This is an optimization exercise on Yosys and OpenROAD, whose aim is small area, a short achievable clock period and few clock cycles, not a production implementation.
Function was checked by simulation only, so behaviour that the tests miss may differ from the original.
Power figures rest on the tool's default switching activity, not on a simulated workload.

## flow/design.v

```verilog
package mac_pkg;
    localparam int MAC_DW = 8;
    localparam int PW = 2 * MAC_DW + 2;
    typedef enum logic {
        IDLE,
        ACC
    } acc_state_e;
    function automatic logic signed [PW-1:0] mul_ext(
        input logic [MAC_DW-1:0] a,
        input logic              a_sgn,
        input logic [MAC_DW-1:0] w,
        input logic              w_sgn
    );
        logic signed [MAC_DW:0] ax;
        logic signed [MAC_DW:0] wx;
        ax = $signed({a_sgn & a[MAC_DW-1], a});
        wx = $signed({w_sgn & w[MAC_DW-1], w});
        mul_ext = ax * wx;
    endfunction
endpackage
module mac_lane (
    input  logic        clk,
    input  logic        take,     
    input  logic        v,        
    input  logic [7:0]  a,
    input  logic [7:0]  w,
    input  logic        a_sgn,
    input  logic        w_sgn,
    input  logic        clr,      
    output logic [23:0] q,
    output logic        ovf
);
    logic       sa, sw, ss;
    logic [7:0] pp [8];
    logic [7:0] nw, na;
    assign sa = a_sgn & a[7];
    assign sw = w_sgn & w[7];
    assign ss = sa & sw;
    for (genvar i = 0; i < 8; i++) begin : g_pp
        assign pp[i] = w & {8{a[i]}};
        assign nw[i] = ~(sa & w[i]);
        assign na[i] = ~(sw & a[i]);
    end
    logic n1, n2, n3, n4, n5, n6, n7, n8, n9, n10, n11, n12, n13, n14, n15, n16, n17, n18, n19, n20, n21, n22, n23, n24, n25, n26, n27, n28, n29, n30, n31, n32, n33, n34, n35, n36, n37, n38, n39, n40, n41, n42, n43, n44, n45, n46, n47, n48, n49, n50, n51, n52, n53, n54, n55, n56, n57, n58, n59, n60, n61, n62, n63, n64, n65, n66, n67, n68, n69, n70, n71, n72, n73, n74, n75, n76, n77, n78, n79, n80, n81, n82, n83, n84, n85, n86, n87, n88, n89, n90, n91, n92, n93, n94, n95, n96, n97, n98, n99, n100, n101, n102, n103, n104, n105, n106, n107, n108, n109, n110, n111, n112;
    assign n1 = pp[0][6] ^ pp[1][5];
    assign n2 = pp[0][6] & pp[1][5];
    assign n3 = pp[0][7] ^ pp[1][6] ^ pp[2][5];
    assign n4 = (pp[0][7] & pp[1][6]) | (pp[0][7] & pp[2][5]) | (pp[1][6] & pp[2][5]);
    assign n5 = pp[3][4] ^ pp[4][3];
    assign n6 = pp[3][4] & pp[4][3];
    assign n7 = pp[1][7] ^ pp[2][6] ^ pp[3][5];
    assign n8 = (pp[1][7] & pp[2][6]) | (pp[1][7] & pp[3][5]) | (pp[2][6] & pp[3][5]);
    assign n9 = pp[4][4] ^ pp[5][3] ^ pp[6][2];
    assign n10 = (pp[4][4] & pp[5][3]) | (pp[4][4] & pp[6][2]) | (pp[5][3] & pp[6][2]);
    assign n11 = pp[7][1] ^ nw[0];
    assign n12 = pp[7][1] & nw[0];
    assign n13 = pp[2][7] ^ pp[3][6] ^ pp[4][5];
    assign n14 = (pp[2][7] & pp[3][6]) | (pp[2][7] & pp[4][5]) | (pp[3][6] & pp[4][5]);
    assign n15 = pp[5][4] ^ pp[6][3] ^ pp[7][2];
    assign n16 = (pp[5][4] & pp[6][3]) | (pp[5][4] & pp[7][2]) | (pp[6][3] & pp[7][2]);
    assign n17 = nw[1] ^ na[1] ^ 1'b1;
    assign n18 = (nw[1] & na[1]) | (nw[1] & 1'b1) | (na[1] & 1'b1);
    assign n19 = pp[3][7] ^ pp[4][6] ^ pp[5][5];
    assign n20 = (pp[3][7] & pp[4][6]) | (pp[3][7] & pp[5][5]) | (pp[4][6] & pp[5][5]);
    assign n21 = pp[6][4] ^ pp[7][3] ^ nw[2];
    assign n22 = (pp[6][4] & pp[7][3]) | (pp[6][4] & nw[2]) | (pp[7][3] & nw[2]);
    assign n23 = pp[4][7] ^ pp[5][6] ^ pp[6][5];
    assign n24 = (pp[4][7] & pp[5][6]) | (pp[4][7] & pp[6][5]) | (pp[5][6] & pp[6][5]);
    assign n25 = pp[0][4] ^ pp[1][3];
    assign n26 = pp[0][4] & pp[1][3];
    assign n27 = pp[0][5] ^ pp[1][4] ^ pp[2][3];
    assign n28 = (pp[0][5] & pp[1][4]) | (pp[0][5] & pp[2][3]) | (pp[1][4] & pp[2][3]);
    assign n29 = pp[3][2] ^ pp[4][1];
    assign n30 = pp[3][2] & pp[4][1];
    assign n31 = pp[2][4] ^ pp[3][3] ^ pp[4][2];
    assign n32 = (pp[2][4] & pp[3][3]) | (pp[2][4] & pp[4][2]) | (pp[3][3] & pp[4][2]);
    assign n33 = pp[5][1] ^ pp[6][0] ^ n1;
    assign n34 = (pp[5][1] & pp[6][0]) | (pp[5][1] & n1) | (pp[6][0] & n1);
    assign n35 = pp[5][2] ^ pp[6][1] ^ pp[7][0];
    assign n36 = (pp[5][2] & pp[6][1]) | (pp[5][2] & pp[7][0]) | (pp[6][1] & pp[7][0]);
    assign n37 = n3 ^ n5 ^ n2;
    assign n38 = (n3 & n5) | (n3 & n2) | (n5 & n2);
    assign n39 = na[0] ^ n7 ^ n9;
    assign n40 = (na[0] & n7) | (na[0] & n9) | (n7 & n9);
    assign n41 = n11 ^ n4 ^ n6;
    assign n42 = (n11 & n4) | (n11 & n6) | (n4 & n6);
    assign n43 = n13 ^ n15 ^ n17;
    assign n44 = (n13 & n15) | (n13 & n17) | (n15 & n17);
    assign n45 = n8 ^ n10 ^ n12;
    assign n46 = (n8 & n10) | (n8 & n12) | (n10 & n12);
    assign n47 = na[2] ^ n19 ^ n21;
    assign n48 = (na[2] & n19) | (na[2] & n21) | (n19 & n21);
    assign n49 = n14 ^ n16 ^ n18;
    assign n50 = (n14 & n16) | (n14 & n18) | (n16 & n18);
    assign n51 = pp[7][4] ^ nw[3] ^ na[3];
    assign n52 = (pp[7][4] & nw[3]) | (pp[7][4] & na[3]) | (nw[3] & na[3]);
    assign n53 = n23 ^ n20 ^ n22;
    assign n54 = (n23 & n20) | (n23 & n22) | (n20 & n22);
    assign n55 = pp[5][7] ^ pp[6][6] ^ pp[7][5];
    assign n56 = (pp[5][7] & pp[6][6]) | (pp[5][7] & pp[7][5]) | (pp[6][6] & pp[7][5]);
    assign n57 = nw[4] ^ na[4] ^ n24;
    assign n58 = (nw[4] & na[4]) | (nw[4] & n24) | (na[4] & n24);
    assign n59 = pp[6][7] ^ pp[7][6] ^ nw[5];
    assign n60 = (pp[6][7] & pp[7][6]) | (pp[6][7] & nw[5]) | (pp[7][6] & nw[5]);
    assign n61 = pp[0][3] ^ pp[1][2];
    assign n62 = pp[0][3] & pp[1][2];
    assign n63 = pp[2][2] ^ pp[3][1] ^ pp[4][0];
    assign n64 = (pp[2][2] & pp[3][1]) | (pp[2][2] & pp[4][0]) | (pp[3][1] & pp[4][0]);
    assign n65 = pp[5][0] ^ n27 ^ n29;
    assign n66 = (pp[5][0] & n27) | (pp[5][0] & n29) | (n27 & n29);
    assign n67 = n31 ^ n33 ^ n28;
    assign n68 = (n31 & n33) | (n31 & n28) | (n33 & n28);
    assign n69 = n35 ^ n37 ^ n32;
    assign n70 = (n35 & n37) | (n35 & n32) | (n37 & n32);
    assign n71 = n39 ^ n41 ^ n36;
    assign n72 = (n39 & n41) | (n39 & n36) | (n41 & n36);
    assign n73 = n43 ^ n45 ^ n40;
    assign n74 = (n43 & n45) | (n43 & n40) | (n45 & n40);
    assign n75 = n47 ^ n49 ^ n44;
    assign n76 = (n47 & n49) | (n47 & n44) | (n49 & n44);
    assign n77 = n51 ^ n53 ^ n48;
    assign n78 = (n51 & n53) | (n51 & n48) | (n53 & n48);
    assign n79 = n55 ^ n57 ^ n52;
    assign n80 = (n55 & n57) | (n55 & n52) | (n57 & n52);
    assign n81 = na[5] ^ n59 ^ n56;
    assign n82 = (na[5] & n59) | (na[5] & n56) | (n59 & n56);
    assign n83 = pp[7][7] ^ nw[6] ^ na[6];
    assign n84 = (pp[7][7] & nw[6]) | (pp[7][7] & na[6]) | (nw[6] & na[6]);
    assign n85 = pp[0][2] ^ pp[1][1];
    assign n86 = pp[0][2] & pp[1][1];
    assign n87 = pp[2][1] ^ pp[3][0] ^ n61;
    assign n88 = (pp[2][1] & pp[3][0]) | (pp[2][1] & n61) | (pp[3][0] & n61);
    assign n89 = n25 ^ n63 ^ n62;
    assign n90 = (n25 & n63) | (n25 & n62) | (n63 & n62);
    assign n91 = n26 ^ n65 ^ n64;
    assign n92 = (n26 & n65) | (n26 & n64) | (n65 & n64);
    assign n93 = n30 ^ n67 ^ n66;
    assign n94 = (n30 & n67) | (n30 & n66) | (n67 & n66);
    assign n95 = n34 ^ n69 ^ n68;
    assign n96 = (n34 & n69) | (n34 & n68) | (n69 & n68);
    assign n97 = n38 ^ n71 ^ n70;
    assign n98 = (n38 & n71) | (n38 & n70) | (n71 & n70);
    assign n99 = n42 ^ n73 ^ n72;
    assign n100 = (n42 & n73) | (n42 & n72) | (n73 & n72);
    assign n101 = n46 ^ n75 ^ n74;
    assign n102 = (n46 & n75) | (n46 & n74) | (n75 & n74);
    assign n103 = n50 ^ n77 ^ n76;
    assign n104 = (n50 & n77) | (n50 & n76) | (n77 & n76);
    assign n105 = n54 ^ n79 ^ n78;
    assign n106 = (n54 & n79) | (n54 & n78) | (n79 & n78);
    assign n107 = n58 ^ n81 ^ n80;
    assign n108 = (n58 & n81) | (n58 & n80) | (n81 & n80);
    assign n109 = n60 ^ n83 ^ n82;
    assign n110 = (n60 & n83) | (n60 & n82) | (n83 & n82);
    assign n111 = nw[7] ^ na[7] ^ n84;
    assign n112 = (nw[7] & na[7]) | (nw[7] & n84) | (na[7] & n84);
    logic [32:0] rows_d, rows_q;
    assign rows_d = {n112, ss, n110, n111, n108, n109, n106, n107, n104, n105, n102, n103, n100, n101, n98, n99, n96, n97, n94, n95, n92, n93, n90, n91, n88, n89, n86, n87, n85, pp[2][0], pp[1][0], pp[0][1], pp[0][0]};
    always_ff @(posedge clk) rows_q <= take ? rows_d : '0;
    logic [17:0] r0, r1, x, y;
    logic [15:0] g, p, cy, t;
    assign r0 = {v, rows_q[31], rows_q[29], rows_q[27], rows_q[25], rows_q[23], rows_q[21], rows_q[19], rows_q[17], rows_q[15], rows_q[13], rows_q[11], rows_q[9], rows_q[7], rows_q[5], rows_q[3], rows_q[1], rows_q[0]};
    assign r1 = {1'b0, rows_q[32], rows_q[30], rows_q[28], rows_q[26], rows_q[24], rows_q[22], rows_q[20], rows_q[18], rows_q[16], rows_q[14], rows_q[12], rows_q[10], rows_q[8], rows_q[6], rows_q[4], rows_q[2], 1'b0};
    assign x = {r0[17:16] ^ r1[17:16], r0[15:0] ^ r1[15:0] ^ q[15:0]};
    assign y = {(r0[16:0] & r1[16:0]) | ({1'b0, r0[15:0]} & {1'b0, q[15:0]}) | ({1'b0, r1[15:0]} & {1'b0, q[15:0]}), 1'b0};
    assign g = x[15:0] & y[15:0];
    assign p = x[15:0] ^ y[15:0];
    logic gk0_1, pk0_1;
    assign gk0_1 = g[1] | (p[1] & g[0]);
    assign pk0_1 = p[1] & p[0];
    logic gk0_3, pk0_3;
    assign gk0_3 = g[3] | (p[3] & g[2]);
    assign pk0_3 = p[3] & p[2];
    logic gk0_5, pk0_5;
    assign gk0_5 = g[5] | (p[5] & g[4]);
    assign pk0_5 = p[5] & p[4];
    logic gk0_7, pk0_7;
    assign gk0_7 = g[7] | (p[7] & g[6]);
    assign pk0_7 = p[7] & p[6];
    logic gk0_9, pk0_9;
    assign gk0_9 = g[9] | (p[9] & g[8]);
    assign pk0_9 = p[9] & p[8];
    logic gk0_11, pk0_11;
    assign gk0_11 = g[11] | (p[11] & g[10]);
    assign pk0_11 = p[11] & p[10];
    logic gk0_13, pk0_13;
    assign gk0_13 = g[13] | (p[13] & g[12]);
    assign pk0_13 = p[13] & p[12];
    logic gk0_15, pk0_15;
    assign gk0_15 = g[15] | (p[15] & g[14]);
    assign pk0_15 = p[15] & p[14];
    logic gk1_2, pk1_2;
    assign gk1_2 = g[2] | (p[2] & gk0_1);
    assign pk1_2 = p[2] & pk0_1;
    logic gk1_3, pk1_3;
    assign gk1_3 = gk0_3 | (pk0_3 & gk0_1);
    assign pk1_3 = pk0_3 & pk0_1;
    logic gk1_6, pk1_6;
    assign gk1_6 = g[6] | (p[6] & gk0_5);
    assign pk1_6 = p[6] & pk0_5;
    logic gk1_7, pk1_7;
    assign gk1_7 = gk0_7 | (pk0_7 & gk0_5);
    assign pk1_7 = pk0_7 & pk0_5;
    logic gk1_10, pk1_10;
    assign gk1_10 = g[10] | (p[10] & gk0_9);
    assign pk1_10 = p[10] & pk0_9;
    logic gk1_11, pk1_11;
    assign gk1_11 = gk0_11 | (pk0_11 & gk0_9);
    assign pk1_11 = pk0_11 & pk0_9;
    logic gk1_14, pk1_14;
    assign gk1_14 = g[14] | (p[14] & gk0_13);
    assign pk1_14 = p[14] & pk0_13;
    logic gk1_15, pk1_15;
    assign gk1_15 = gk0_15 | (pk0_15 & gk0_13);
    assign pk1_15 = pk0_15 & pk0_13;
    logic gk2_4, pk2_4;
    assign gk2_4 = g[4] | (p[4] & gk1_3);
    assign pk2_4 = p[4] & pk1_3;
    logic gk2_5, pk2_5;
    assign gk2_5 = gk0_5 | (pk0_5 & gk1_3);
    assign pk2_5 = pk0_5 & pk1_3;
    logic gk2_6, pk2_6;
    assign gk2_6 = gk1_6 | (pk1_6 & gk1_3);
    assign pk2_6 = pk1_6 & pk1_3;
    logic gk2_7, pk2_7;
    assign gk2_7 = gk1_7 | (pk1_7 & gk1_3);
    assign pk2_7 = pk1_7 & pk1_3;
    logic gk2_12, pk2_12;
    assign gk2_12 = g[12] | (p[12] & gk1_11);
    assign pk2_12 = p[12] & pk1_11;
    logic gk2_13, pk2_13;
    assign gk2_13 = gk0_13 | (pk0_13 & gk1_11);
    assign pk2_13 = pk0_13 & pk1_11;
    logic gk2_14, pk2_14;
    assign gk2_14 = gk1_14 | (pk1_14 & gk1_11);
    assign pk2_14 = pk1_14 & pk1_11;
    logic gk2_15, pk2_15;
    assign gk2_15 = gk1_15 | (pk1_15 & gk1_11);
    assign pk2_15 = pk1_15 & pk1_11;
    logic gk3_8, pk3_8;
    assign gk3_8 = g[8] | (p[8] & gk2_7);
    assign pk3_8 = p[8] & pk2_7;
    logic gk3_9, pk3_9;
    assign gk3_9 = gk0_9 | (pk0_9 & gk2_7);
    assign pk3_9 = pk0_9 & pk2_7;
    logic gk3_10, pk3_10;
    assign gk3_10 = gk1_10 | (pk1_10 & gk2_7);
    assign pk3_10 = pk1_10 & pk2_7;
    logic gk3_11, pk3_11;
    assign gk3_11 = gk1_11 | (pk1_11 & gk2_7);
    assign pk3_11 = pk1_11 & pk2_7;
    logic gk3_12, pk3_12;
    assign gk3_12 = gk2_12 | (pk2_12 & gk2_7);
    assign pk3_12 = pk2_12 & pk2_7;
    logic gk3_13, pk3_13;
    assign gk3_13 = gk2_13 | (pk2_13 & gk2_7);
    assign pk3_13 = pk2_13 & pk2_7;
    logic gk3_14, pk3_14;
    assign gk3_14 = gk2_14 | (pk2_14 & gk2_7);
    assign pk3_14 = pk2_14 & pk2_7;
    logic gk3_15, pk3_15;
    assign gk3_15 = gk2_15 | (pk2_15 & gk2_7);
    assign pk3_15 = pk2_15 & pk2_7;
    assign cy[0] = g[0];
    assign cy[1] = gk0_1;
    assign cy[2] = gk1_2;
    assign cy[3] = gk1_3;
    assign cy[4] = gk2_4;
    assign cy[5] = gk2_5;
    assign cy[6] = gk2_6;
    assign cy[7] = gk2_7;
    assign cy[8] = gk3_8;
    assign cy[9] = gk3_9;
    assign cy[10] = gk3_10;
    assign cy[11] = gk3_11;
    assign cy[12] = gk3_12;
    assign cy[13] = gk3_13;
    assign cy[14] = gk3_14;
    assign cy[15] = gk3_15;
    assign t = p ^ {cy[14:0], 1'b0};
    logic [7:0]  hi, hi_up, hi_dn, h0, h1, hi_nx;
    logic [1:0]  u0, u1;
    logic        is_max, is_min, pos0, pos1, neg0, neg1, pos, neg;
    assign hi     = q[23:16];
    assign is_max = hi == 8'h7f;
    assign is_min = hi == 8'h80;
    assign hi_up  = is_max ? 8'h7f : hi + 8'd1;
    assign hi_dn  = is_min ? 8'h80 : hi - 8'd1;
    assign u0     = x[17:16] + y[17:16];
    assign u1     = x[17:16] + y[17:16] + 2'd1;
    assign h0     = u0[1] ? hi_dn : u0[0] ? hi_up : hi;
    assign h1     = u1[1] ? hi_dn : u1[0] ? hi_up : hi;
    assign pos0   = u0 == 2'b01 && is_max;
    assign pos1   = u1 == 2'b01 && is_max;
    assign neg0   = u0[1] && is_min;
    assign neg1   = u1[1] && is_min;
    assign hi_nx  = cy[15] ? h1 : h0;
    assign pos    = cy[15] ? pos1 : pos0;
    assign neg    = cy[15] ? neg1 : neg0;
    always_ff @(posedge clk) begin
        if (clr) begin
            q   <= '0;
            ovf <= 1'b0;
        end else begin
            q   <= {hi_nx, (t & ~{16{neg}}) | {16{pos}}};
            ovf <= ovf | pos | neg;
        end
    end
endmodule
module mac_acc_array #(
    parameter int DW    = mac_pkg::MAC_DW,
    parameter int LANES = 8,
    parameter int ACCW  = 2 * DW + 8
) (
    input  logic                  clk,
    input  logic                  rst_n,
    input  logic                  in_valid,
    output logic                  in_ready,
    input  logic [LANES*DW-1:0]   A,
    input  logic [LANES*DW-1:0]   W,
    input  logic                  Asigned,
    input  logic                  Wsigned,
    input  logic                  acc_clr,
    input  logic                  acc_last,
    output logic                  out_valid,
    input  logic                  out_ready,
    output logic [LANES*ACCW-1:0] Q,
    output logic [LANES-1:0]      ovf
);
    logic take;
    logic v1;
    logic last1;
    logic in_burst;
    logic clr;
    assign in_ready = !(v1 && last1) && (!out_valid || out_ready);
    assign take     = in_valid && in_ready;
    assign clr = take && (acc_clr || !(v1 || in_burst));
    always_ff @(posedge clk or negedge rst_n) begin
        if (!rst_n) begin
            v1        <= 1'b0;
            in_burst  <= 1'b0;
            out_valid <= 1'b0;
        end else begin
            v1        <= take;
            out_valid <= (v1 && last1) || (out_valid && !out_ready);
            if (v1) begin
                in_burst <= !last1;
            end
        end
    end
    always_ff @(posedge clk) begin
        last1 <= acc_last;
    end
    for (genvar i = 0; i < LANES; i++) begin : g_lane
        mac_lane u_lane (
            .clk  (clk),
            .take (take),
            .v    (v1),
            .clr  (clr),
            .a    (A[i*DW +: DW]),
            .w    (W[i*DW +: DW]),
            .a_sgn(Asigned),
            .w_sgn(Wsigned),
            .q    (Q[i*ACCW +: ACCW]),
            .ovf  (ovf[i])
        );
    end
endmodule
```

## flow/run.sh

```bash
#!/bin/bash
# synth_recipe.tcl (not shown) runs the flow's synth.tcl, then flattens the netlist and writes it again
# the make line also repeats each setting of config.mk as NAME=value (left out here)
make -C /OpenROAD-flow-scripts/flow DESIGN_CONFIG=/design/flow/config.mk WORK_HOME=/design/flow/orfs CLKGATE_MAP_FILE= SYNTH_SCRIPT=/design/flow/synth_recipe.tcl finish
```

## flow/config.mk

```make
export PLATFORM = sky130hd
export DESIGN_NAME = mac_acc_array
export DESIGN_NICKNAME = mac_acc_array
export VERILOG_FILES = /design/flow/design.v
export SDC_FILE = /design/flow/constraint.sdc
export NUM_CORES = 4
export LEC_CHECK = 0
export CAP_MARGIN = 20
export CORE_MARGIN = 2
export CORE_UTILIZATION = 40
export SETUP_SLACK_MARGIN = 2.0
export SLEW_MARGIN = 20
```

## flow/constraint.sdc

```tcl
create_clock -name core_clock -period 5.6 [get_ports {clk}]
set_input_delay 1.1200 -clock core_clock [delete_from_list [all_inputs] [get_ports {clk}]]
set_output_delay 1.1200 -clock core_clock [all_outputs]
set_load 0.01 [all_outputs]
```

==> results of run 1 <==
synth_stat cells (14+ instances only):
cell type | count | area share [%]
a311oi_1 | 14 | 0.32
mux2i_1 | 33 | 0.87
nand2b_1 | 27 | 0.44
a211oi_1 | 23 | 0.45
nand3b_1 | 17 | 0.33
and3_1 | 317 | 5.2
nor2b_1 | 24 | 0.39
o21ai_1 | 26 | 0.34
nor2_1 | 126 | 1.2
a31oi_1 | 25 | 0.41
xnor2_1 | 79 | 1.8
nand2_1 | 375 | 3.7
clkbuf_1 | 142 | 1.4
a21o_1 | 39 | 0.77
buf_2 | 26 | 0.34
inv_1 | 469 | 4.6
ha_1 | 248 | 8.1
nor3_1 | 42 | 0.55
nor4_1 | 14 | 0.23
and2_1 | 383 | 6.3
o21ai_0 | 48 | 0.63
dfxtp_1 | 465 | 24
fa_1 | 528 | 28
xor2_1 | 28 | 0.64
a21oi_1 | 257 | 3.4
nand3_1 | 81 | 1.1
worst paths after layout:
| path | from | end | depth (start not counted) |
|---|---|---|---|
| min in group asynchronous | rst_n | out_valid | 1 |
| max reg2reg | g_lane[3].u_lane.q[9] | g_lane[3].u_lane.q[23] | 10 |
| max | W[33] | g_lane[4].u_lane.rows_q[17] | 10 |
| min reg2reg | g_lane[4].u_lane.ovf | g_lane[4].u_lane.ovf | 2 |
| max in group asynchronous | rst_n | v1 | 1 |
| min | g_lane[4].u_lane.ovf | g_lane[4].u_lane.ovf | 2 |
area by class of cell:
cell class	instances	area, µm²	area share (%)
clock buffers	82	1703	3.741
repair buffers	405	4029	8.850
flip-flops and latches	468	9394	20.64
inverters	469	1760	3.867
diodes	2	5.005	0.01099
well taps	1265	1583	3.477
multi-input cells	2935	26780	58.82
clock inverters	26	271.5	0.5964
metrics by stage:
step / setup WS, ns / power, mW
floorplan: 1.986 / 13.06
global placement: 1.165 / 16.57
detailed placement: 1.163 / 16.76
CTS: 2.000 / 20.97
global route: 1.963 / 23.03
finish: 2.091 / 21.05
critical path, cell delays in order:
cell and delay, ns:
clkdlybuf4s50_1 0.61, and3_1 0.31, ha_4 0.27, inv_2 0.03, fa_1 0.52, inv_1 0.05
fa_1 0.48, inv_1 0.06, fa_1 0.43, and3_1 0.16
timing repair:
item	in CTS	in global routing
buffers inserted	11	26
endpoints found under the setup margin	247	199
endpoints found under the hold margin	0	0
pin swaps	7	15
resized for setup	109	98
gates cloned	1	2
kinds of logic (layout without fill, tap and decap cells):
kind of cell	Yosys count	count (layout)	share of synthesized area (%)
buffers and inverters	648	982	6.561
other	0	2	0
and+or+nand+nor	1467	1468	20.57
DFF	468	468	24.60
muxes	40	40	1.073
xor gates and xnor gates	107	107	2.457
AOI/OAI and AO/OA	544	544	8.881
adders and majority gates	776	776	35.85
power breakdown:
group	internal, mW	leakage, nW	switching, mW
combinational	5.64	17.0	5.90
sequential	4.39	3.89	1.23
clock	2.34	0.985	1.56
state kept, by name, summed over array words and instances (netlist names):
register,cells
last1,1
g_lane.u_lane.q,192
g_lane.u_lane.ovf,8
v1,1
g_lane.u_lane.rows_q,264
out_valid,1
in_burst,1
routing by layer:
layer  GRT usage, %  up-vias  part of all wire [%]
met4          5.241        2                   2.0
met2          35.93      656                    48
met1          29.87    14470                    45
li1               -    13820                     -
met5              0        -                 0.012
met3          2.699      130                   5.1
==> impl_metrics.toml, run 1 <==
[run_status]
outcome = "no timing/DRC/antenna violations"

[final_layout]
fin_nets = 5249
layout-drive-gt1-share_pct = 6.796
fin_area_um2 = 45520
stdcell_count = 5652
layout_commonest_cell = "fa_1"
area_growth_pct = 19.36
final_util_pct = 48.06
fillers = 8998
final_cell_mix = "fa_1, inv_1, dfxtp_1"

[critical_path]
endpoint_kind = "flip-flop"
start_kind = "input port"
path_class = "in2reg"
required_ns = 6.14
r2r_slack_ns = 2.14
path_max_fanout = 9
crit_arrival_ns = 4.05

[placed_design]
dpl_cell_area_um2 = 42760
portBuffers = 337
hpwlAfterDp_um = 77840
gp_congestion = 0.8465
placed_cells = 5502

[clock_tree]
clock_path_buffers = 3
cts_tree = "built"
clk_pin_slew_ns = 0.06
cts_made_buffers = 58
clk-insertion-delay-late_ns = 0.65
root_buffer = "clkbuf_16"
htreeDepth = 2
hold_buffers = 0
cts.sinks = 468

[global_route]
grt_max_degree = 185
overflow = 0
antenna_found_initial = 5
grt_first_pass_wirelength_um = 167800
grt_pass1_vias = 29490
grt_util_all_layers_pct = 21.58

[pwr]
p_leak_nw = 21.90
power.density_nw_per_um2 = 462.5
ir_worst_vdd_uv = 266.9

[logic_synthesis]
syn_area_um2 = 38140
synth_warnings = 3
synth_fp_nets = 4962
syn_inst = 4050
synth_enable_flop_cells = 0
yosysSeqAreaShare_pct = 24.60
ys_ff_latch = 468
synth_area_per_cell_um2 = 9.417
ys_types = 81
synthArstFlopShare_pct = 0.6410
synth_flop_cell = "dfxtp_1"

[sta]
final.setup.tns_ns = 0
slew_viol_final = 0
fin_hold_ws_ns = 0.4646
finalCritPeriodShare_pct = 62.66
slew_headroom_pct = 27.96
fin_worst_skew_ns = 0.02459
grt_setup_unrepaired = "yes"
fmax_mhz = 285.0
tightest_slew_ns = 1.071
finalSetupViolCount = 0
layout_min_cycle_time_ns = 3.509
hold_viol_final = 0

[floorplan]
io-pin-count = 338
fp-row-count = 113
fp.dieH_um = 312.8
dieArea_um2 = 97830
core_area_um2 = 94730
dieWidth_um = 312.8
initial_core_util_pct = 40.26

[worst_hold_path]
hold_path_class = "reg2reg"

[route]
ant_nets = 0
dr.pass1.iters = 5
via_per_inst = 5.143
drc = 0
drt_iter0_markers = 1683
wl_um = 105500
vias = 29070
wire_per_inst_um = 18.67

[flow_run]
drv_cap = 0
Testbench counts, summed over its fixed seeds: cycles 32,255.
==> run 2: changes to the inputs <==
--- a/flow/config.mk
+++ b/flow/config.mk
@@ -8,5 +8,4 @@
 export CAP_MARGIN = 20
 export CORE_MARGIN = 2
 export CORE_UTILIZATION = 40
-export SETUP_SLACK_MARGIN = 2.0
 export SLEW_MARGIN = 20
==> run 2 against run 1 <==
Compared with the run above: combinational power shrank 3%; largest cell class unchanged; clock skew is 0.0032 ns higher; highest routed layer unchanged; still clean on timing, DRC and antenna; count of clock-buffer cells in the layout unchanged; sequential power barely moved; register-to-register slack lost 0.71 ns; via count fell by 0.94%; critical path type is now reg2reg.
==> impl_metrics.toml, run 2 <==
[sta]
grt_setup_unrepaired = "no"
fin_worst_skew_ns = 0.02778
slew_viol_final = 0
hold_viol_final = 0
tightest_slew_ns = 1.016
final.setup.tns_ns = 0
finalSetupViolCount = 0
layout_min_cycle_time_ns = 4.171
slew_headroom_pct = 30.32
finalCritPeriodShare_pct = 74.48
fmax_mhz = 239.8

[logic_synthesis]
synth_common_cells = "fa_1, inv_1, dfxtp_1, and2_1, nand2_1"
ys_ff_latch = 468
synth_area_leader_cell = "fa_1"
synth_fp_nets = 4962
syn_inst = 4050
ys_types = 81
synth_flop_cell = "dfxtp_1"
synth_enable_flop_cells = 0
synth_area_leaders = "fa_1, dfxtp_1, ha_1"
synth_warnings = 3
netlist.area_leader.share_pct = 27.71
synthArstFlopShare_pct = 0.6410
synth_most_common_cell = "fa_1"
yosysSeqAreaShare_pct = 24.60
syn_area_um2 = 38140
synth_area_per_cell_um2 = 9.417

[critical_path]
critPathMostFrequentCell = "a21oi_1"
endpoint_kind = "flip-flop"
required_ns = 6.14
slowest_stage = "or2_1"
path_class = "reg2reg"
cp_cell_sequence = "fa_1 -> ha_1 -> a21oi_1 -> nor2_1 -> o21ai_1 -> a21oi_1 -> a31oi_1 -> mux2i_1 -> or2_1 -> a21oi_1 -> a311oi_1"
cp_slowest_stage_delay_ns = 0.74
crit_arrival_ns = 4.71
cp_num_buf_inv = 0
start_kind = "flip-flop"
path_max_fanout = 18
crit_family = "compound AO/OA/AOI/OAI gates"

[route]
dr.pass1.iters = 7
drt_iter0_markers = 1855
wire_per_inst_um = 18.71
drc = 0
ant_nets = 0
wl_um = 105100
vias = 28800
via_per_inst = 5.125

[clock_tree]
cts.sinks = 468
cts_setup_buffers = 0
cts_made_buffers = 59
htreeDepth = 2
cts_resized = 0
clk-insertion-delay-late_ns = 0.65
root_buffer = "clkbuf_16"
hold_buffers = 0
clk_pin_slew_ns = 0.06
cts_tree = "built"
clock_path_buffers = 3

[global_route]
antenna_found_initial = 7
overflow = 0
grt_util_all_layers_pct = 21.79
grt_pass1_vias = 29590
grt_first_pass_wirelength_um = 168500
grt_max_degree = 95

[placed_design]
portBuffers = 337
hpwlAfterDp_um = 79060
gp_congestion = 0.8835

[worst_hold_path]
hold_path_class = "reg2reg"

[pwr]
p_clk_share_pct = 18.6
p_leak_nw = 21.10
power.density_nw_per_um2 = 459.3
switching_share_pct = 41.73
switching_power_mw = 8.556
power_frac_seq_pct = 27.4
ir_worst_vdd_uv = 319.6
totalPowerFinal_mw = 20.50
intPower_mw = 11.95
pwr-share-comb_pct = 54.0

[floorplan]
dieArea_um2 = 97830
dieWidth_um = 312.8
core_area_um2 = 94730
initial_core_util_pct = 40.26
io-pin-count = 338
fp-row-count = 113
fp.dieH_um = 312.8

[final_layout]
layout_commonest_cell = "fa_1"
layout-drive-gt1-share_pct = 4.000
area_growth_pct = 17.05
top_register = "g_lane.u_lane.rows_q"
final_cell_mix = "fa_1, inv_1, dfxtp_1"
largest_registers = "g_lane.u_lane.rows_q: 264 flops, g_lane.u_lane.q: 192 flops, g_lane.u_lane.ovf: 8 flops"
fillers = 9050
largest_reg_flops = 264
multi_input_area_um2 = 26300
fin_nets = 5217
final-seq-area_um2 = 9384

[flow_run]
drv_cap = 0

[run_status]
outcome = "no timing/DRC/antenna violations"
## run 2: logic make-up after synthesis
group	after synthesis	share of synthesized area, %
XOR/XNOR	107	2.457
AND/OR/NAND/NOR	1467	20.57
AO/OA/AOI/OAI	544	8.881
multiplexers	40	1.073
flip-flops	468	24.60
buffers and inverters	648	6.561
adder cells (fa/ha/maj)	776	35.85
## run 2: cell type report
| cell class | count | share of cell area [%] |
|---|---|---|
| Antenna cell | 3 | 0.01682 |
| Clock buffer | 82 | 3.770 |
| Clock inverter | 24 | 0.5241 |
| Inverter | 469 | 3.944 |
| Multi-Input combinational cell | 2934 | 58.92 |
| Sequential cell | 468 | 21.02 |
| Tap cell | 1265 | 3.546 |
| Timing Repair Buffer | 373 | 8.254 |
## run 2: worst reg2reg max path, stage by stage (launching register included)
cell and delay (ns):
dfxtp_1 0.34, fa_1 0.59, ha_1 0.24, a21oi_1 0.19, nor2_1 0.10, o21ai_1 0.20
a21oi_1 0.19, a31oi_1 0.49, mux2i_1 0.59, or2_1 0.74, a21oi_1 0.14, a311oi_1 0.26
## run 2: metal layers
layer	vias to the layer above	part of all wire, %	GRT usage, %
met5	-	0.012	0
met4	2	2.8	6.688
met3	162	5.7	4.208
met2	637	47	35.83
li1	13730	-	-
met1	14270	44	29.05
## run 2: worst paths after layout
kind / slack (ns) / end / startpoint / cells past startpoint
setup / recovery: 1.43 / g_lane[4].u_lane.q[16] / g_lane[4].u_lane.q[2] / 11
hold / removal: 0.46 / g_lane[2].u_lane.ovf / g_lane[2].u_lane.ovf / 2
setup reg to reg: 1.43 / g_lane[4].u_lane.q[16] / g_lane[4].u_lane.q[2] / 11
hold reg to reg: 0.46 / g_lane[2].u_lane.ovf / g_lane[2].u_lane.ovf / 2
max in group asynchronous: 4.80 / in_burst / rst_n / 1
min in group asynchronous: 0.66 / out_valid / rst_n / 1
## run 2: power groups by stage
stage	clock (mW)	combinational, mW	sequential, mW
2_1_floorplan	0	7.61	5.44
3_3_place_gp	0	10.9	5.70
3_5_place_dp	0	11.1	5.69
4_1_cts	3.93	11.2	5.64
5_1_grt	4.04	12.6	5.79
6_report	3.82	11.1	5.61
## run 2: through the flow
step	util [%]	instance area, µm²	instances	setup WS [ns]	hold WS (ns)
final	47.12	44640	5618	1.429	0.4620
after floorplan	-	38140	4050	1.879	0.4102
after detailed placement	45.09	42720	5509	1.120	0.4483
after global placement	45.08	42700	5508	1.002	0.4471
after CTS	47.12	44630	5615	1.436	0.4652
after global routing	47.12	44630	5615	1.153	0.4786
==> run 3: changes to the inputs <==
==> flow/flow/run.sh (new file) <==
#!/bin/bash
# Own layout flow: the standard flow with two changes.
#  1. After the standard synthesis, full-adder cells are rewired to their
#     complemented inputs/outputs where that removes inverters
#     (fa_polarity.py; same logic function, same registers).
#  2. Ports are buffered with a small buffer instead of the default delay cell.
# Each tool's output goes to a log file of its own in the work folder.
set -euo pipefail
W=$(pwd)
R=$W/orfs/results/$FLOW_PLATFORM/mac_acc_array/base
bash standard.sh "$R/1_2_yosys.v" > "$W/flow_synth.log" 2>&1
cp "$R/1_2_yosys.v" "$W/1_2_yosys.standard.v"
python3 "$W/flow/fa_polarity.py" "$W/1_2_yosys.standard.v" "$R/1_2_yosys.v" > "$W/flow_fa_polarity.log" 2>&1
touch "$R/1_2_yosys.v" "$R/1_2_yosys.sdc"
BUFFER_PORTS_ARGS="-buffer_cell ${PORT_BUFFER:-sky130_fd_sc_hd__buf_1}" \
  bash standard.sh finish > "$W/flow_layout.log" 2>&1
==> flow/flow/fa_polarity.py (new file) <==
#!/usr/bin/env python3
"""Remove inverters around full-adder cells in a mapped netlist.

A full adder is self-dual: FA(~a, ~b, ~c) = (~sum, ~cout). For each fa cell
this rewires it to the complemented inputs and outputs whenever that leaves
fewer inverters, then drops inverters left without loads. The logic function
of every net that is kept is unchanged.

Usage: fa_polarity.py IN.v OUT.v
"""
import re
import sys

INV = "sky130_fd_sc_hd__inv_1"
cell_re = re.compile(r"^  (sky130_fd_sc_hd__\w+) (\S+)\s+\(\n((?:    \.\w+\([^)]*\),?\n)+)  \);\n", re.M)
pin_re = re.compile(r"\.(\w+)\(([^)]*)\)")
OUTPINS = {"X", "Y", "Q", "Q_N", "COUT", "SUM", "HI", "LO"}

src = open(sys.argv[1]).read()
cells = {}
order = []
spans = []
for m in cell_re.finditer(src):
    typ, name, body = m.group(1), m.group(2), m.group(3)
    pins = dict((p, n.strip()) for p, n in pin_re.findall(body))
    cells[name] = [typ, pins]
    order.append(name)
    spans.append((m.start(), m.end()))
first, last = spans[0][0], spans[-1][1]
head, tail = src[:first], src[last:]
assert "sky130_fd_sc_hd__" not in tail and "sky130_fd_sc_hd__" not in head, "unparsed cells"
assert all(spans[i][1] == spans[i + 1][0] for i in range(len(spans) - 1)), "cells not contiguous"

drv = {}
loads = {}
def rebuild():
    drv.clear(); loads.clear()
    for c, (t, pins) in cells.items():
        for p, n in pins.items():
            if p in OUTPINS:
                drv[n] = (c, p)
            else:
                loads.setdefault(n, []).append((c, p))
rebuild()

# nets that are module ports: their loads include the outside world
ports = set()
for m in re.finditer(r"^\s*(input|output)\s+(?:\[[^\]]*\]\s*)?([^;]+);", head, re.M):
    for n in m.group(2).split(","):
        ports.add(n.strip())
def is_port(n):
    return n in ports or n.split("[")[0].strip() in ports

def inv_driver(n):
    d = drv.get(n)
    if d and cells[d[0]][0] == INV:
        return d[0]
    return None

def inv_from(n):
    for (c, p) in loads.get(n, []):
        if cells[c][0] == INV:
            return c
    return None

newid = [0]
newwires = []
def new_net():
    newid[0] += 1
    n = f"_fapol{newid[0]}_"
    newwires.append(n)
    return n
def new_inv(a, y):
    newid[0] += 1
    c = f"_fapolinv{newid[0]}_"
    cells[c] = [INV, {"A": a, "Y": y}]
    order.append(c)
    drv[y] = (c, "Y")
    loads.setdefault(a, []).append((c, "A"))
    return c

def delta(f):
    t, pins = cells[f]
    ins = [pins["A"], pins["B"], pins["CIN"]]
    if len(set(ins)) < 3:
        return None
    d = 0
    for x in ins:
        i = inv_driver(x)
        if i:
            if len(loads.get(x, [])) == 1 and not is_port(x):
                d -= 1
        elif not inv_from(x):
            d += 1
    for p in ("SUM", "COUT"):
        o = pins[p]
        if is_port(o):
            d += 1
            continue
        ls = loads.get(o, [])
        invs = [c for (c, _) in ls if cells[c][0] == INV and not is_port(cells[c][1]["Y"])]
        d -= len(invs)
        if len(ls) > len(invs):
            d += 1
    return d

def flip(f):
    t, pins = cells[f]
    for p in ("A", "B", "CIN"):
        x = pins[p]
        loads[x].remove((f, p))
        i = inv_driver(x)
        if i:
            y = cells[i][1]["A"]
        else:
            j = inv_from(x)
            if j:
                y = cells[j][1]["Y"]
            else:
                y = new_net()
                new_inv(x, y)
        pins[p] = y
        loads.setdefault(y, []).append((f, p))
    for p in ("SUM", "COUT"):
        o = pins[p]
        on = new_net()
        pins[p] = on
        drv[on] = (f, p)
        del drv[o]
        ls = list(loads.get(o, []))
        rest = []
        for (c, cp) in ls:
            if cells[c][0] == INV and not is_port(cells[c][1]["Y"]):
                z = cells[c][1]["Y"]
                for (c2, p2) in loads.get(z, []):
                    cells[c2][1][p2] = on
                    loads.setdefault(on, []).append((c2, p2))
                loads[z] = []
                del drv[z]
                cells[c][1]["A"] = None  # mark dead
            else:
                rest.append((c, cp))
        loads[o] = []
        if rest or is_port(o):
            loads[o] = rest
            new_inv(on, o)

def sweep():
    # drop inverters whose output has no loads (and is no port)
    removed = 0
    changed = True
    while changed:
        changed = False
        for c in list(cells):
            t, pins = cells[c]
            if t != INV:
                continue
            if pins["A"] is None:
                del cells[c]; removed += 1; changed = True
                continue
            y = pins["Y"]
            if not loads.get(y) and not is_port(y):
                a = pins["A"]
                if (c, "A") in loads.get(a, []):
                    loads[a].remove((c, "A"))
                drv.pop(y, None)
                del cells[c]; removed += 1; changed = True
    return removed

import os
MAXF = int(os.environ.get("MAXFLIPS", "1000000"))
nflips = 0
n_inv0 = sum(1 for c in cells.values() if c[0] == INV)
for it in range(20):
    gain = 0
    for f in [c for c in order if c in cells and cells[c][0].startswith("sky130_fd_sc_hd__fa_")]:
        d = delta(f)
        if d is not None and d < 0 and nflips < MAXF:
            nflips += 1
            flip(f)
            sweep()
            gain += 1
    if not gain:
        break
sweep()
n_inv1 = sum(1 for c in cells.values() if c[0] == INV)

out = [head]
for c in order:
    if c not in cells:
        continue
    t, pins = cells[c]
    body = ",\n".join(f"    .{p}({n}{' ' if n.startswith(chr(92)) else ''})" for p, n in pins.items())
    sp = " " if c.startswith(chr(92)) else ""
    out.append(f"  {t} {c}{sp} (\n{body}\n  );\n")
out.append(tail)
text = "".join(out)
if newwires:
    # declare the new nets right after the module header
    k = text.index(";\n", text.index("module ")) + 2
    text = text[:k] + "".join(f"  wire {n};\n" for n in newwires) + text[k:]
open(sys.argv[2], "w").write(text)
print(f"fa_polarity: inverters {n_inv0} -> {n_inv1}")
==> flow/standard.sh (new file) <==
#!/bin/bash
# synth_recipe.tcl (not shown) runs the flow's synth.tcl, then flattens the netlist and writes it again
# the make line also repeats each setting of config.mk as NAME=value (left out here)
make -C /OpenROAD-flow-scripts/flow DESIGN_CONFIG=/design/flow/config.mk WORK_HOME=/design/flow/orfs CLKGATE_MAP_FILE= SYNTH_SCRIPT=/design/flow/synth_recipe.tcl "${@:-finish}"
removed: flow/run.sh
==> run 3 against run 2 <==
Compared with the run above: routed wire length decreased by 7.4%; combinational power decreased by 9%; critical path type unchanged; total power decreased by 3.7%; highest routed layer unchanged; synthesized cell count decreased by 6.7%; cell count decreased by 5.3%.
==> impl_metrics.toml, run 3 <==
[global_route]
overflow = 0
antenna_found_initial = 7
grt_first_pass_wirelength_um = 157200
grt_pass1_vias = 28060
grt_util_all_layers_pct = 20.77
grt_max_degree = 211

[critical_path]
path_max_fanout = 20
required_ns = 6.17
reg2reg_depth = 12
crit_arrival_ns = 4.70
r2r_slack_ns = 1.47
r2r_start = "g_lane[2].u_lane.q[2]"
path_class = "reg2reg"
start_kind = "flip-flop"
endpoint_kind = "flip-flop"
r2r_end = "g_lane[2].u_lane.q[19]"

[sta]
layout_min_cycle_time_ns = 4.131
finalCritPeriodShare_pct = 73.76
finalSetupViolCount = 0
grt_setup_unrepaired = "no"
slew_viol_final = 0
final.setup.tns_ns = 0
slew_headroom_pct = 29.54
fin_worst_skew_ns = 0.01483
fmax_mhz = 242.1
tightest_slew_ns = 1.028
hold_viol_final = 0

[final_layout]
layout-drive-gt1-share_pct = 4.340
fin_nets = 4941
final_cell_mix = "fa_1, dfxtp_1, and2_1"
final-seq-area_um2 = 9384
area_growth_pct = 12.28
fillers = 8860
top_register = "g_lane.u_lane.rows_q"
largest_registers = "g_lane.u_lane.rows_q: 264 flops, g_lane.u_lane.q: 192 flops, g_lane.u_lane.ovf: 8 flops"
fin_area_um2 = 41680
layout_commonest_cell = "fa_1"
largest_reg_flops = 264
multi_input_area_um2 = 26300

[clock_tree]
clock_path_buffers = 3
cts.sinks = 468
cts_tree = "built"
root_buffer = "clkbuf_16"
htreeDepth = 2
hold_buffers = 0
cts_setup_buffers = 0
clk-insertion-delay-late_ns = 0.65
clk_pin_slew_ns = 0.06
cts_made_buffers = 59
cts_resized = 0

[route]
drt_iter0_markers = 1574
via_per_inst = 5.197
ant_nets = 0
dr.max_layer_used = "met5"
wire_per_inst_um = 18.29
met3_length_um = 5526
dr.pass1.iters = 5
drc = 0
wl_um = 97340
wl_met1_um = 44240
wl_met2_um = 44980
vias = 27660

[floorplan]
dieArea_um2 = 95250
core_area_um2 = 91800
initial_core_util_pct = 40.43
io-pin-count = 338
fp-row-count = 111
fp.dieH_um = 308.6
dieWidth_um = 308.6

[logic_synthesis]
synth_fp_nets = 4690
synth_warnings = 3
syn_inst = 3778
synth_area_per_cell_um2 = 9.825
syn_area_um2 = 37120

[flow_run]
drv_cap = 0

[placed_design]
gp_congestion = 0.8592
hpwlAfterDp_um = 72790
dpl_cell_area_um2 = 39540
portBuffers = 337

[worst_hold_path]
hold_path_class = "in2async"

[run_status]
outcome = "no timing/DRC/antenna violations"

[pwr]
power.density_nw_per_um2 = 473.9
p_leak_nw = 19.01
ir_worst_vdd_uv = 268.4
-- run 3: worst max path at each step --
stage | end | cells after the start | from | slack [ns]
3_5_place_dp | g_lane[0].u_lane.rows_q[21] | 9 | Asigned | 1.32
6_report | g_lane[2].u_lane.q[19] | 12 | g_lane[2].u_lane.q[2] | 1.47
2_1_floorplan | g_lane[7].u_lane.rows_q[19] | 8 | A[63] | 1.85
3_3_place_gp | g_lane[0].u_lane.rows_q[21] | 9 | Asigned | 1.33
4_1_cts | g_lane[2].u_lane.q[19] | 12 | g_lane[2].u_lane.q[2] | 1.49
5_1_grt | g_lane[2].u_lane.q[19] | 12 | g_lane[2].u_lane.q[2] | 1.14
-- run 3: per-layer routing --
metal	global-route usage [%]	up-vias
li1	-	13190
met1	28.60	13680
met2	33.34	628
met3	3.953	148
met4	5.797	10
met5	0	-
-- run 3: critical path, stage by stage (launching register included) --
cell,delay (ns)
dfxtp_1,0.33
fa_1,0.53
ha_1,0.33
a211oi_1,0.09
nor4_1,0.27
nor2_1,0.12
a21boi_2,0.29
a41o_1,0.38
mux2i_1,0.23
buf_4,0.25
nand2b_1,0.79
a31oi_1,0.16
a311oi_1,0.27
-- run 3: area by class of cell --
cell class	count	share of cell area [%]
Multi-Input combinational cell	2934	63.12
Tap cell	1243	3.732
Clock buffer	76	3.912
Clock inverter	34	1.192
Sequential cell	468	22.52
Antenna cell	1	0.006004
Timing Repair Buffer	369	3.753
Inverter	197	1.774
-- run 3: power breakdown --
group / total [mW] / leakage, nW / switching (mW) / internal, mW
Sequential: 5.51 / 3.89 / 1.12 / 4.39
Clock: 4.16 / 1.04 / 1.59 / 2.57
Combinational: 10.1 / 14.1 / 5.55 / 4.54
Total: 19.8 / 19.0 / 8.26 / 11.5
-- run 3: per-stage QoR --
stage / power [mW] / instances / utilization (%) / hold slack, ns / setup WS [ns]
2_1_floorplan: 13.00 / 3778 / - / 0.4102 / 1.848
3_3_place_gp: 15.47 / 5211 / 43.07 / 0.4517 / 1.326
3_5_place_dp: 15.68 / 5211 / 43.07 / 0.4584 / 1.324
4_1_cts: 19.98 / 5321 / 45.38 / 0.2587 / 1.488
5_1_grt: 21.70 / 5321 / 45.40 / 0.2767 / 1.139
6_report: 19.75 / 5322 / 45.40 / 0.2952 / 1.469
==> run 4: changes to the inputs <==
--- a/flow/config.mk
+++ b/flow/config.mk
@@ -8,4 +8,5 @@
 export CAP_MARGIN = 20
 export CORE_MARGIN = 2
 export CORE_UTILIZATION = 40
+export SETUP_SLACK_MARGIN = 2.6
 export SLEW_MARGIN = 20
==> run 4 against run 3 <==
Compared with the run above: still clean; synthesized area is the same; non-clock buffer count grew 255; critical path depth rose by 6; worst hold slack improved by 0.039 ns; via count increased by 8.2%; combinational power up 43%; cell count rose by 5.2%; clock skew is 0.0068 ns higher; global-route usage grew 2.7 points; register-to-register slack improved by 0.80 ns; design area up 17%; sequential share of layout area is 3.2 points lower; critical path type unchanged; critical endpoint is now g_lane[1].u_lane.q[10]; highest routed layer is now met4.
==> impl_metrics.toml, run 4 <==
[final_layout]
area_growth_pct = 31.81
largest_reg_flops = 264
fin_nets = 5207
stdcell_count = 5598
layout_commonest_cell = "fa_1"
final_util_pct = 53.30
layout-drive-gt1-share_pct = 28.22
fillers = 8068
final_cell_mix = "fa_1, dfxtp_1, and2_1"
largest_registers = "g_lane.u_lane.rows_q: 264 flops, g_lane.u_lane.q: 192 flops, g_lane.u_lane.ovf: 8 flops"
top_register = "g_lane.u_lane.rows_q"

[critical_path]
r2r_start = "g_lane[1].u_lane.rows_q[13]"
crit_arrival_ns = 3.91
path_class = "reg2reg"
endpoint_kind = "flip-flop"
required_ns = 6.18
crit_start = "g_lane[1].u_lane.rows_q[13]"
start_kind = "flip-flop"
path_max_fanout = 4

[route]
ant_nets = 0
wire_per_inst_um = 20.20
via_per_inst = 5.348
drt_iter0_markers = 1838
wl_um = 113100
drc = 0
dr.pass1.iters = 7
vias = 29940

[sta]
grt_setup_unrepaired = "yes"
slew_viol_final = 0
fin_worst_skew_ns = 0.02164
slew_headroom_pct = 16.64
finalSetupViolCount = 0
hold_viol_final = 0
tightest_slew_ns = 1.241
fmax_mhz = 300.4
layout_min_cycle_time_ns = 3.329
finalCritPeriodShare_pct = 59.44
final.setup.tns_ns = 0

[clock_tree]
cts_tree = "built"
clk-insertion-delay-late_ns = 0.66
cts.sinks = 468
clk_pin_slew_ns = 0.06
htreeDepth = 2
clock_path_buffers = 3
root_buffer = "clkbuf_16"
hold_buffers = 0
cts_made_buffers = 58

[placed_design]
hpwlAfterDp_um = 74930
gp_congestion = 0.8738
portBuffers = 337
placed_cells = 5212

[global_route]
grt_max_degree = 110
grt_first_pass_wirelength_um = 175400
overflow = 0
antenna_found_initial = 6
grt_pass1_vias = 30650
grt_util_all_layers_pct = 23.44

[floorplan]
io-pin-count = 338
dieArea_um2 = 95250
fp.dieH_um = 308.6
core_area_um2 = 91800
dieWidth_um = 308.6
initial_core_util_pct = 40.43
fp-row-count = 111

[worst_hold_path]
hold_path_class = "in2async"

[logic_synthesis]
synth_fp_nets = 4690
syn_inst = 3778
synth_warnings = 3
syn_area_um2 = 37120
synth_area_per_cell_um2 = 9.825

[pwr]
power.density_nw_per_um2 = 497.8
ir_worst_vdd_uv = 346.2
totalPowerFinal_mw = 24.36
p_leak_nw = 21.49

[run_status]
outcome = "no timing/DRC/antenna violations"

[flow_run]
drv_cap = 0
[run 4: cell count changes in the layout (fill, tap and decap cells not counted), moves of 91 or more]
| cell | delta |
|---|---|
| buf_4 | +154 |
| buf_6 | +146 |
| buf_1 | -118 |
| nand2_1 | -112 |
| a21oi_1 | -98 |
| fa_1 | -98 |
| fa_2 | +98 |
| a21oi_2 | +91 |
[run 4: repair_timing]
action | CTS | global route
setup endpoints to repair | 329 | 272
setup buffers | 174 | 58
gates resized for setup | 641 | 488
pin swaps | 322 | 267
gates cloned | 29 | 4
[run 4: worst paths after layout]
kind	end	slack, ns	cells after the start
hold / removal	out_valid	0.33	1
setup reg to reg	g_lane[1].u_lane.q[10]	2.27	18
max in group asynchronous	v1	4.99	1
setup / recovery	g_lane[1].u_lane.q[10]	2.27	18
hold reg to reg	g_lane[4].u_lane.ovf	0.47	2
min in group core_clock	g_lane[4].u_lane.ovf	0.47	2
[run 4: routing by layer]
layer | track usage (%) | wire length, µm | vias up
li1 | - | - | 13760
met1 | 31.95 | 49640 | 15140
met2 | 37.65 | 52620 | 854
met3 | 4.446 | 7338 | 178
met4 | 7.328 | 3503 | 0
met5 | 0 | 0 | -
[run 4: final cells by class]
class | instances | area [µm²] | share of cell area (%)
multi-input cells | 2946 | 29700 | 60.71
flip-flops and latches | 468 | 9462 | 19.34
repair buffers | 624 | 5251 | 10.73
clock buffers | 82 | 1725 | 3.526
well taps | 1243 | 1555 | 3.179
inverters | 197 | 739.5 | 1.511
clock inverters | 28 | 465.4 | 0.9513
diodes | 10 | 25.02 | 0.05115
[run 4: power breakdown]
part	switching [mW]	leakage [nW]	total (mW)	internal (mW)
logic	7.27	16.5	14.4	7.18
registers	1.15	3.90	5.58	4.43
clock network	1.64	1.07	4.33	2.69
[run 4: worst max-delay path, stage by stage (launching register included)]
cell	delay (ns)
dfxtp_1	0.32
fa_1	0.53
ha_4	0.32
nand3_1	0.12
nor4_2	0.26
nor2_2	0.10
buf_4	0.15
buf_4	0.12
buf_4	0.12
buf_4	0.12
buf_4	0.12
buf_4	0.12
buf_4	0.12
buf_4	0.12
buf_4	0.13
buf_4	0.12
nand3b_1	0.10
nand3b_1	0.11
a21oi_1	0.14
[run 4: through the flow]
stage / hold slack [ns] / setup WS [ns] / instance area, µm²
floorplan: 0.4102 / 2.043 / 38200
detailed placement: 0.4569 / 1.251 / 40200
global route: 0.2996 / 2.125 / 48910
finish: 0.3346 / 2.271 / 48930
global placement: 0.4484 / 1.284 / 40200
CTS: 0.2668 / 2.297 / 46640
==> run 5: changes to the inputs <==
--- a/flow/config.mk
+++ b/flow/config.mk
@@ -8,5 +8,5 @@
 export CAP_MARGIN = 20
 export CORE_MARGIN = 2
 export CORE_UTILIZATION = 40
-export SETUP_SLACK_MARGIN = 2.6
+export SETUP_SLACK_MARGIN = 2.0
 export SLEW_MARGIN = 20
==> run 5 against run 4 <==
Compared with the run above: synthesized cell count is the same; via count shrank 6.8%; clock skew grew 0.0033 ns; clock power shrank 12%; cell count shrank 4.5%; maximum frequency shrank 4.7%; design area shrank 14%; die area is the same; sequential power shrank 1%; largest power group unchanged.
==> impl_metrics.toml, run 5 <==
[global_route]
grt_max_degree = 134
grt_pass1_vias = 28110
grt_util_all_layers_pct = 20.91
antenna_found_initial = 2
overflow = 0
grt_first_pass_wirelength_um = 158200

[critical_path]
crit_arrival_ns = 4.03
endpoint_kind = "flip-flop"
path_max_fanout = 6
crit_start = "g_lane[1].u_lane.q[11]"
reg2reg_depth = 11
required_ns = 6.13
path_class = "reg2reg"
r2r_start = "g_lane[1].u_lane.q[11]"
start_kind = "flip-flop"

[sta]
fin_worst_skew_ns = 0.02495
grt_setup_unrepaired = "no"
layout_min_cycle_time_ns = 3.492
final.setup.tns_ns = 0
slew_viol_final = 0
fmax_mhz = 286.3
fin_hold_ws_ns = 0.3432
finalSetupViolCount = 0
finalCritPeriodShare_pct = 62.36
tightest_slew_ns = 1.036
slew_headroom_pct = 30.70
hold_viol_final = 0

[pwr]
p_leak_nw = 19.09
totalPowerFinal_mw = 19.85
ir_worst_vdd_uv = 296.6
intPower_mw = 11.43
p_clk_share_pct = 19.3
power_frac_seq_pct = 27.8
pwr-share-comb_pct = 53.0
switching_share_pct = 42.41
switching_power_mw = 8.417
power.density_nw_per_um2 = 471.8

[clock_tree]
clk-insertion-delay-late_ns = 0.64
htreeDepth = 2
cts.sinks = 468
clk_pin_slew_ns = 0.06
cts_made_buffers = 57
root_buffer = "clkbuf_16"
clock_path_buffers = 3
hold_buffers = 0
cts_tree = "built"

[flow_run]
drv_cap = 0

[floorplan]
dieWidth_um = 308.6
initial_core_util_pct = 40.43
core_area_um2 = 91800
dieArea_um2 = 95250
fp.dieH_um = 308.6
io-pin-count = 338
fp-row-count = 111

[route]
wl_um = 98680
vias = 27900
wire_per_inst_um = 18.47
ant_nets = 0
via_per_inst = 5.220
drc = 0
dr.pass1.iters = 6
drt_iter0_markers = 1756

[final_layout]
top_register = "g_lane.u_lane.rows_q"
layout-drive-gt1-share_pct = 5.953
largest_registers = "g_lane.u_lane.rows_q: 264 flops, g_lane.u_lane.q: 192 flops, g_lane.u_lane.ovf: 8 flops"
largest_reg_flops = 264
fin_nets = 4964
layout_commonest_cell = "fa_1"
area_growth_pct = 13.33
final_cell_mix = "fa_1, dfxtp_1, and2_1"
fillers = 8873

[logic_synthesis]
synth_fp_nets = 4690
syn_area_um2 = 37120
synth_warnings = 3
synth_area_per_cell_um2 = 9.825
syn_inst = 3778

[placed_design]
gp_congestion = 0.8549
hpwlAfterDp_um = 73000
portBuffers = 337

[run_status]
outcome = "no timing/DRC/antenna violations"

[worst_hold_path]
hold_path_class = "in2async"
[run 5: metrics by stage]
step | worst slack, ns | util [%] | cells | area [µm²]
2_1_floorplan | 2.005 | - | 3778 | 37290
3_3_place_gp | 1.163 | 43.06 | 5209 | 39530
3_5_place_dp | 1.125 | 43.06 | 5209 | 39530
4_1_cts | 2.003 | 45.31 | 5317 | 41600
5_1_grt | 1.954 | 45.82 | 5344 | 42070
6_report | 2.108 | 45.82 | 5344 | 42070
[run 5: path summary, 6_finish.rpt]
| check | endpoint | slack [ns] |
|---|---|---|
| setup / recovery | g_lane[1].u_lane.q[23] | 2.11 |
| hold / removal | out_valid | 0.34 |
| setup reg to reg | g_lane[1].u_lane.q[23] | 2.11 |
| hold reg to reg | in_burst | 0.46 |
| max in group asynchronous | v1 | 5.01 |
| min in group core_clock | in_burst | 0.46 |
[run 5: per-layer routing]
layer / global-route usage [%] / wire length (µm)
met1: 30.29 / 46610
met2: 32.08 / 43790
met3: 3.480 / 5751
met4: 6.047 / 2518
met5: 0 / 0
[run 5: layout make-up]
cell class / instances / area [µm²] / share of cell area [%]
antenna: 2 / 5.005 / 0.01190
clock buffer: 75 / 1604 / 3.813
clock inverter: 31 / 336.6 / 0.8001
inverter: 197 / 739.5 / 1.758
multi-input combinational: 2936 / 26660 / 63.38
sequential: 468 / 9385 / 22.31
tap: 1243 / 1555 / 3.697
timing repair buffer: 392 / 1780 / 4.233
[run 5: worst max-delay path, cell delays in order (launching register included)]
cell	delay [ns]
dfxtp_1	0.35
fa_1	0.59
ha_4	0.24
a21o_1	0.23
a221o_1	0.35
a21o_1	0.21
a41oi_4	0.37
mux2i_1	0.14
buf_4	0.18
or4_1	0.54
a21oi_2	0.14
o2bb2ai_1	0.06
[run 5: power groups by stage]
stage                     logic, mW  registers, mW  clock network, mW
after floorplan                7.57           5.44                  0
after global placement         9.98           5.59                  0
after detailed placement       10.1           5.60                  0
after CTS                      10.3           5.53               3.94
after global routing           12.1           5.69               4.08
final                          10.5           5.51               3.82
[run 5: what timing repair did]
| item | CTS | global route |
|---|---|---|
| gates resized for setup | 28 | 42 |
| gates cloned | 1 | 3 |
| setup endpoints to repair | 189 | 172 |
| hold endpoints to repair | 0 | 0 |
| pin swaps | 2 | 15 |
| setup buffers | 1 | 22 |

==> static timing again, ports no longer ideal <==
Ports are ideal in the flow. The routed layouts listed here were re-timed in OpenROAD.
Step 1 (the two cells are an assumption about what drives the block):
set clk [get_ports {clk}]
set_driving_cell -lib_cell sky130_fd_sc_hd__clkbuf_16 $clk
set_driving_cell -lib_cell sky130_fd_sc_hd__buf_2 [delete_from_list [all_inputs] $clk]
Step 2 adds t to the input delays and takes it off the output delays; t is the mean of the earliest and latest rising clock arrival at the registers after step 1. Input paths then give back, and output paths get back, about the clock's delay inside the block.
Three values: ideal ports, drivers, drivers and shift; two values: the first two.
run	t (ns)	setup slack, ns	worst setup path after step 2	cell pins on the clock port's net
run 1	0.700	2.091 / 2.133 / 1.433	input to register	1
run 2	0.704	1.429 / 1.429 / 1.096	input to register	1
run 3	0.706	1.469 / 1.469 / 1.323	input to register	1
run 4	0.720	2.271 / 2.264 / 1.544	input to register	1
run 5	0.702	2.108 / 2.108 / 1.451	input to register	1
After both steps setup and hold are still met in every run listed. For run 4, which loses most, drivers alone change the setup slack by -0.007 ns; drivers and shift together by -0.727 ns.
